Context: an optimization exercise on an open-source flow, tuned for small area, a short achievable clock period and few clock cycles per item. The choices shown serve that exercise and are no tape-out recipe. Function was checked by simulation only, so behaviour that the tests miss may differ from the original. Power and IR drop assume default switching activity.

## design.v

```verilog
module sfp_norm_seq #(
  parameter int COL = 8,
  parameter int BW_PSUM = 20,
  parameter int OUT_SHIFT = 8,
  parameter int SW = BW_PSUM + $clog2(COL),
  parameter int BW_OUT = OUT_SHIFT + 2
) (
  input  logic                      clk,
  input  logic                      reset,
  input  logic                      mode_signed,
  input  logic                      mode_dual,
  input  logic                      in_valid,
  output logic                      in_ready,
  input  logic [COL*BW_PSUM-1:0]    in_row,
  output logic [SW-1:0]             sum_out,
  output logic                      sum_out_valid,
  input  logic [SW:0]               sum_in,
  input  logic                      sum_in_valid,
  output logic                      out_valid,
  input  logic                      out_ready,
  output logic [COL*BW_OUT-1:0]     out_row,
  output logic                      busy
);
  localparam int QW = OUT_SHIFT + 1;
  localparam int CW = $clog2(QW + 1);
  localparam int RW = SW + 2;
  typedef enum logic [2:0] {IDLE, SUM, XCHG, DIV, DONE} state_t;
  state_t state, nxt;
  logic [BW_PSUM-1:0] abs_r [COL];
  logic [BW_PSUM-1:0] lane_in [COL];
  logic [BW_PSUM-1:0] abs_in [COL];
  logic [RW-1:0] rem [COL];
  logic [RW-1:0] rem_nx [COL];
  logic [QW-2:0] quo [COL];
  logic [QW-1:0] q_fin [COL];
  logic [COL-1:0] sgn, ge;
  logic [SW:0] div, partner, dsum;
  logic [SW-1:0] sum_abs, sum_c;
  logic [CW-1:0] cnt;
  logic [COL*BW_OUT-1:0] row_fin;
  logic smode, dmode, accept;
  assign in_ready = state == IDLE || (state == DONE && out_ready);
  assign accept = in_valid && in_ready;
  assign out_valid = state == DONE;
  assign sum_out_valid = state == XCHG;
  assign busy = state != IDLE;
  assign sum_out = sum_abs;
  assign dsum = {1'b0, sum_abs} + partner;
  always_comb begin
    sum_c = '0;
    row_fin = '0;
    ge = '0;
    for (int c = 0; c < COL; c++) begin
      lane_in[c] = in_row[c*BW_PSUM +: BW_PSUM];
      abs_in[c] = lane_in[c][BW_PSUM-1] ? -lane_in[c] : lane_in[c];
      sum_c = sum_c + {{(SW-BW_PSUM){1'b0}}, abs_r[c]};
      ge[c] = rem[c] >= {1'b0, div};
      rem_nx[c] = (ge[c] ? rem[c] - {1'b0, div} : rem[c]) << 1;
      q_fin[c] = {quo[c], ge[c]};
      row_fin[c*BW_OUT +: BW_OUT] = smode && sgn[c] ? -{1'b0, q_fin[c]} : {1'b0, q_fin[c]};
    end
  end
  always_comb begin
    nxt = state;
    case (state)
      IDLE:    nxt = accept ? SUM : IDLE;
      SUM:     nxt = dmode ? XCHG : DIV;
      XCHG:    nxt = sum_in_valid ? DIV : XCHG;
      DIV:     nxt = cnt == '0 ? DONE : DIV;
      DONE:    nxt = out_ready ? (in_valid ? SUM : IDLE) : DONE;
      default: nxt = IDLE;
    endcase
  end
  always_ff @(posedge clk) begin
    if (reset) begin
      state <= IDLE;
      sum_abs <= '0;
      div <= '0;
      partner <= '0;
      cnt <= '0;
      smode <= 1'b0;
      dmode <= 1'b0;
      sgn <= '0;
      out_row <= '0;
      for (int c = 0; c < COL; c++) begin
        abs_r[c] <= '0;
        rem[c] <= '0;
        quo[c] <= '0;
      end
    end else begin
      state <= nxt;
      if (accept) begin
        for (int c = 0; c < COL; c++) begin
          abs_r[c] <= abs_in[c];
          sgn[c] <= lane_in[c][BW_PSUM-1];
        end
        smode <= mode_signed;
        dmode <= mode_dual;
        partner <= '0;
        cnt <= CW'(QW);
      end
      if (state == SUM) sum_abs <= sum_c;
      if (state == XCHG && sum_in_valid) partner <= sum_in;
      if (state == DIV) begin
        cnt <= cnt - CW'(1);
        if (cnt == CW'(QW)) begin
          div <= dsum == '0 ? (SW+1)'(1) : dsum;
          for (int c = 0; c < COL; c++) rem[c] <= {{(RW-BW_PSUM){1'b0}}, abs_r[c]};
        end else begin
          for (int c = 0; c < COL; c++) begin
            rem[c] <= rem_nx[c];
            quo[c] <= q_fin[c][QW-2:0];
          end
          if (cnt == '0) out_row <= row_fin;
        end
      end
    end
  end
endmodule
```

## run.sh

```bash
#!/bin/bash
# synth_recipe.tcl (not shown) runs the flow's synth.tcl, then flattens the netlist and writes it again
# the make line also repeats each setting of config.mk as NAME=value (left out here)
make -C /OpenROAD-flow-scripts/flow DESIGN_CONFIG=/design/flow/config.mk WORK_HOME=/design/flow/orfs CLKGATE_MAP_FILE= SYNTH_SCRIPT=/design/flow/synth_recipe.tcl finish
```

## config.mk

```make
export PLATFORM = sky130hd
export DESIGN_NAME = sfp_norm_seq
export DESIGN_NICKNAME = sfp_norm_seq
export VERILOG_FILES = /design/flow/design.v
export SDC_FILE = /design/flow/constraint.sdc
export NUM_CORES = 4
export LEC_CHECK = 0
export CAP_MARGIN = 20
export CORE_MARGIN = 2
export CORE_UTILIZATION = 40
export SLEW_MARGIN = 20
```

## constraint.sdc

```tcl
create_clock -name core_clock -period 6.0 [get_ports {clk}]
set_input_delay 1.2000 -clock core_clock [delete_from_list [all_inputs] [get_ports {clk}]]
set_output_delay 1.2000 -clock core_clock [all_outputs]
set_load 0.01 [all_outputs]
```

==> notes.md <==
[worst reg2reg max path, delay by kind of cell, from the launching register on]
kind / cells / cell delay [ns]
flip-flops: 1 / 0.33
AND/OR/NAND/NOR: 2 / 0.22
XOR/XNOR: 1 / 0.17
adder cells (fa/ha/maj): 6 / 2.67
AO/OA/AOI/OAI: 7 / 1.65
buffers and inverters: 5 / 0.34
[metrics by stage]
stage | total power, W | hold slack, ns | cells | setup WS, ns
after CTS | 0.0170 | 0.455 | 6764 | 0.606
after global placement | 0.0122 | 0.434 | 6638 | 0.585
final | 0.0170 | 0.452 | 6764 | 0.563
after global routing | 0.0181 | 0.468 | 6764 | 0.158
after floorplan | 0.00974 | 0.426 | 5172 | 1.12
after detailed placement | 0.0122 | 0.445 | 6638 | 0.636
[worst paths after layout]
path                     from           to  slack (ns)  cells past startpoint
setup reg to reg  abs_r[0][2]  sum_abs[20]        0.56                     21
hold / removal     rem[2][24]   rem[2][24]        0.45                      2
hold reg to reg    rem[2][24]   rem[2][24]        0.45                      2
setup / recovery  abs_r[0][2]  sum_abs[20]        0.56                     21
[final cells by class]
| cell class | instances | area, µm² | area share |
|---|---|---|---|
| Multi-Input combinational cell | 3929 | 26800 | 0.560 |
| Sequential cell | 592 | 11900 | 0.247 |
| Timing Repair Buffer | 369 | 3590 | 0.0749 |
| Clock buffer | 95 | 2000 | 0.0417 |
| Tap cell | 1368 | 1710 | 0.0357 |
| Inverter | 380 | 1430 | 0.0297 |
| Clock inverter | 31 | 544 | 0.0113 |
[metal layers]
metal,vias to the layer above,global-route usage,share of wire
li1,18700,-,-
met2,1448,0.431,0.43
met5,-,0,0.000086
met1,18500,0.400,0.45
met4,2,0.117,0.041
met3,241,0.0478,0.080
[cells in the final DEF (no fill, tap or decap), types with 43 or more instances in the layout]
cell	netlist	routed
dfxtp_1	592	592
a211oi_1	236	235
buf_4	0	66
a31oi_1	46	45
ha_1	257	257
nand2b_1	43	43
nor2_1	506	500
a21o_1	125	125
clkdlybuf4s50_1	0	296
a22oi_1	80	80
inv_1	377	377
clkbuf_16	0	72
o21ai_0	335	335
a21oi_1	419	418
o31ai_1	69	69
xor2_1	149	149
fa_1	128	128
nand2_1	538	535
nor3_1	89	89
nand3_1	82	82
xnor2_1	213	213
mux2i_1	73	73
[Yosys cell counts (16+ instances only)]
cell,count,area share
ha_1,257,0.078
o41ai_1,25,0.0053
and3_1,31,0.0047
a31oi_1,46,0.0070
a22oi_1,80,0.015
or4_1,18,0.0033
a311oi_1,18,0.0038
o21a_1,28,0.0051
nor4_1,26,0.0040
o21bai_1,23,0.0042
o22ai_1,17,0.0026
o21ai_0,335,0.041
nand2_1,538,0.049
o31ai_1,69,0.013
a21o_1,125,0.023
mux2i_1,73,0.018
a211o_1,19,0.0041
dfxtp_1,592,0.29
clkbuf_1,260,0.024
fa_1,128,0.062
a32oi_1,23,0.0049
xor2_1,149,0.032
a21oi_1,419,0.051
inv_1,377,0.034
nand4_1,38,0.0058
and2_1,17,0.0026
nor2_1,506,0.046
xnor2_1,213,0.045
nand3_1,82,0.010
nand2b_1,43,0.0066
a22o_1,22,0.0047
o211ai_1,23,0.0042
nor3_1,89,0.011
nor2b_1,39,0.0059
or2_2,16,0.0024
a211oi_1,236,0.043
or3_1,32,0.0049
[cell families after synthesis]
| kind of cell | after synthesis |
|---|---|
| AOI/OAI and AO/OA | 1603 |
| xor gates and xnor gates | 362 |
| adders and majority gates | 385 |
| buffers and inverters | 651 |
| DFF | 592 |
| muxes | 74 |
| and+or+nand+nor | 1505 |
[report_power, final]
group / total, W / internal [W] / switching [W]
registers: 0.00455 / 0.00422 / 0.000334
clock network: 0.00476 / 0.00284 / 0.00192
logic: 0.00771 / 0.00306 / 0.00465
[flip-flops by register name, summed over array words and instances (netlist names), 3 cells and up]
signal / cells
abs_r: 160
rem: 200
sum_abs: 23
sgn: 8
partner: 24
state: 3
quo: 64
div: 24
cnt: 4
out_row: 80
==> metrics.md <==
| Metric | Value |
|---|---|
| Initial Util | 0.403 |
| Worst EP required | 6.59 ns |
| Slowest CP cell | fa_1 |
| Number of synthesized flops with an enable pin | 0 |
| Initial DRC count | 3622 |
| Layout fillers | 10.1k |
| Worst-Margin Slew | 1.15 ns |
| Synth Area in XOR/XNOR | 0.0773 |
| Fin nets | 5920 |
| Minimum clock period | 5.44 ns |
| Mean Syn Cell Area | 7.93 µm² |
| CP startpoint kind | register |
| Die area | 0.105 mm² |
| Largest family of logic cells by synthesized area | compound AO/OA/AOI/OAI gates |
| Worst VDD drop | 0.000301 V |
| Routed Antenna Nets | 0 |
| Clock sink total | 592 |
| Final Hold Fails | 0 |
| Post-synthesis cell type count | 76 |
| Num rows | 117 |
| Synthesized-area fraction occupied by adder cells | 0.141 |
| # IOs | 298 |
| Post-Synthesis Cells | 5172 |
| Worst path arrival time | 6.03 ns |
| Worst min-delay path class | reg -> reg |
| WL final | 152000 µm |
| DP Wirelength | 116000 µm |
| Largest net degree at the start of global routing | 144 |
| Total Routing Usage GR | 0.285 |
| Post-synthesis mux area share | 0.0181 |
| Routed WL per cell | 22.5 µm |
| Vias in the first global route | 35.6k |
| Final instance area | 0.0480 mm² |
| Final setup violation count | 0 |
| CP delay by family, top | adder cells |
| ANT cells | 0 |
| Status | complete, no violations |
| Leak pwr | 19.5 nW |
| Asr flop ratio synth | 0 |
| CTS root buf | clkbuf_16 |
| Final Core Density | 0.471 |
| H-tree Lvls | 3 |
| Initial antenna violation count | 3 |
| Synth-to-Final Area Change | 16.9% |
| Total Negative Setup Slacks | 0 ns |
| Share of cells above drive strength 1 | 0.0447 |
| CP max FO | 3 |
| Vias per cell | 5.75 |
| Initial DRT Pass Iterations | 6 |
| Mapped Area | 0.0410 mm² |
| Setup bufs post-CTS | 0 |
| CTS resizes | 0 |
| Post-CTS Hold Fix Bufs | 0 |
| Max Transition Viols Final | 0 |
| MaxCap Viol Count | 0 |
| Max-Slew Margin vs Limit | 0.222 |
| Buf/Inv on CP | 5 |
| RSZ-0062 raised after global routing | no |
| Crit path kind | reg -> reg |
| CTS Buf Count | 72 |
| Placed instance area | 0.0454 mm² |
| Chip width | 324 µm |
| Input/output buffers | 297 |
| Crit-path cells | inv_1 > fa_1 > inv_1 > fa_1 > fa_1 > inv_1 > fa_1 > inv_1 > ha_1 > inv_1 > fa_1 > nor2b_1 > o21ai_0 > a21boi_0 > o21ai_0 > a211oi_1 > o21ai_0 > a31oi_1 > xor2_1 > nand2_1 > a21oi_1 |
| Post-synthesis compound-gate area fraction | 0.252 |
| CTS tree | yes |
| Placeable core area | 0.102 mm² |
| Clock slew at reported path FFs | 0.06 ns |
| Die extent in y | 324 µm |
| Via count | 38.9k |
| Grt total ovfl | 0 |
| YS warnings | 8 |
| Simple-gate share of the synthesized area | 0.163 |
| PD cells | 355 mW/mm² |
| RD Place Congestion | 0.992 |
| Crit end category | register |
| Residual DRC count | 0 |
| Syn_nets | 5748 |
| Clock Latency Late Sink | 0.67 ns |
| Commonest register cell after synthesis | dfxtp_1 |
| Post-synthesis register bit count | 592 |
| Sequential area share after synthesis | 0.289 |
| Clock skew | 0.0298 ns |
| Crit-path max cell delay | 0.57 ns |
| CTS Buffer Depth | 3 |
| First-pass GRT wire length | 227000 µm |
| Fin crit share | 0.906 |
| Fmax | 184 MHz |
Testbench counts, summed over its fixed seeds: cycles 16,007, rows 1,280.

-- afterwards: timing with drivers on the ports --
In the flow no input, the clock included, has a driving cell. The finished layout below was timed again as built, in two steps.
Step 1: set_driving_cell puts a clkbuf_16 on clk and a buf_2 on each other input, an assumption about the parent block.
Step 2 adds t to the input delays and takes it off the output delays; t is the mean of the earliest and latest rising clock arrival at the registers after step 1. Input paths then give back, and output paths get back, about the clock's delay inside the block.
Slacks: ideal / step 1 / step 2; pairs: ideal / step 1.
t (ns): 0.733
setup WS [ns]: 0.563 / 0.563 / 0.563
worst setup path after step 2: register to register
After both steps this run still meets setup and hold. For this run, drivers alone change the setup slack by 0.000 ns; drivers and shift together by 0.000 ns.
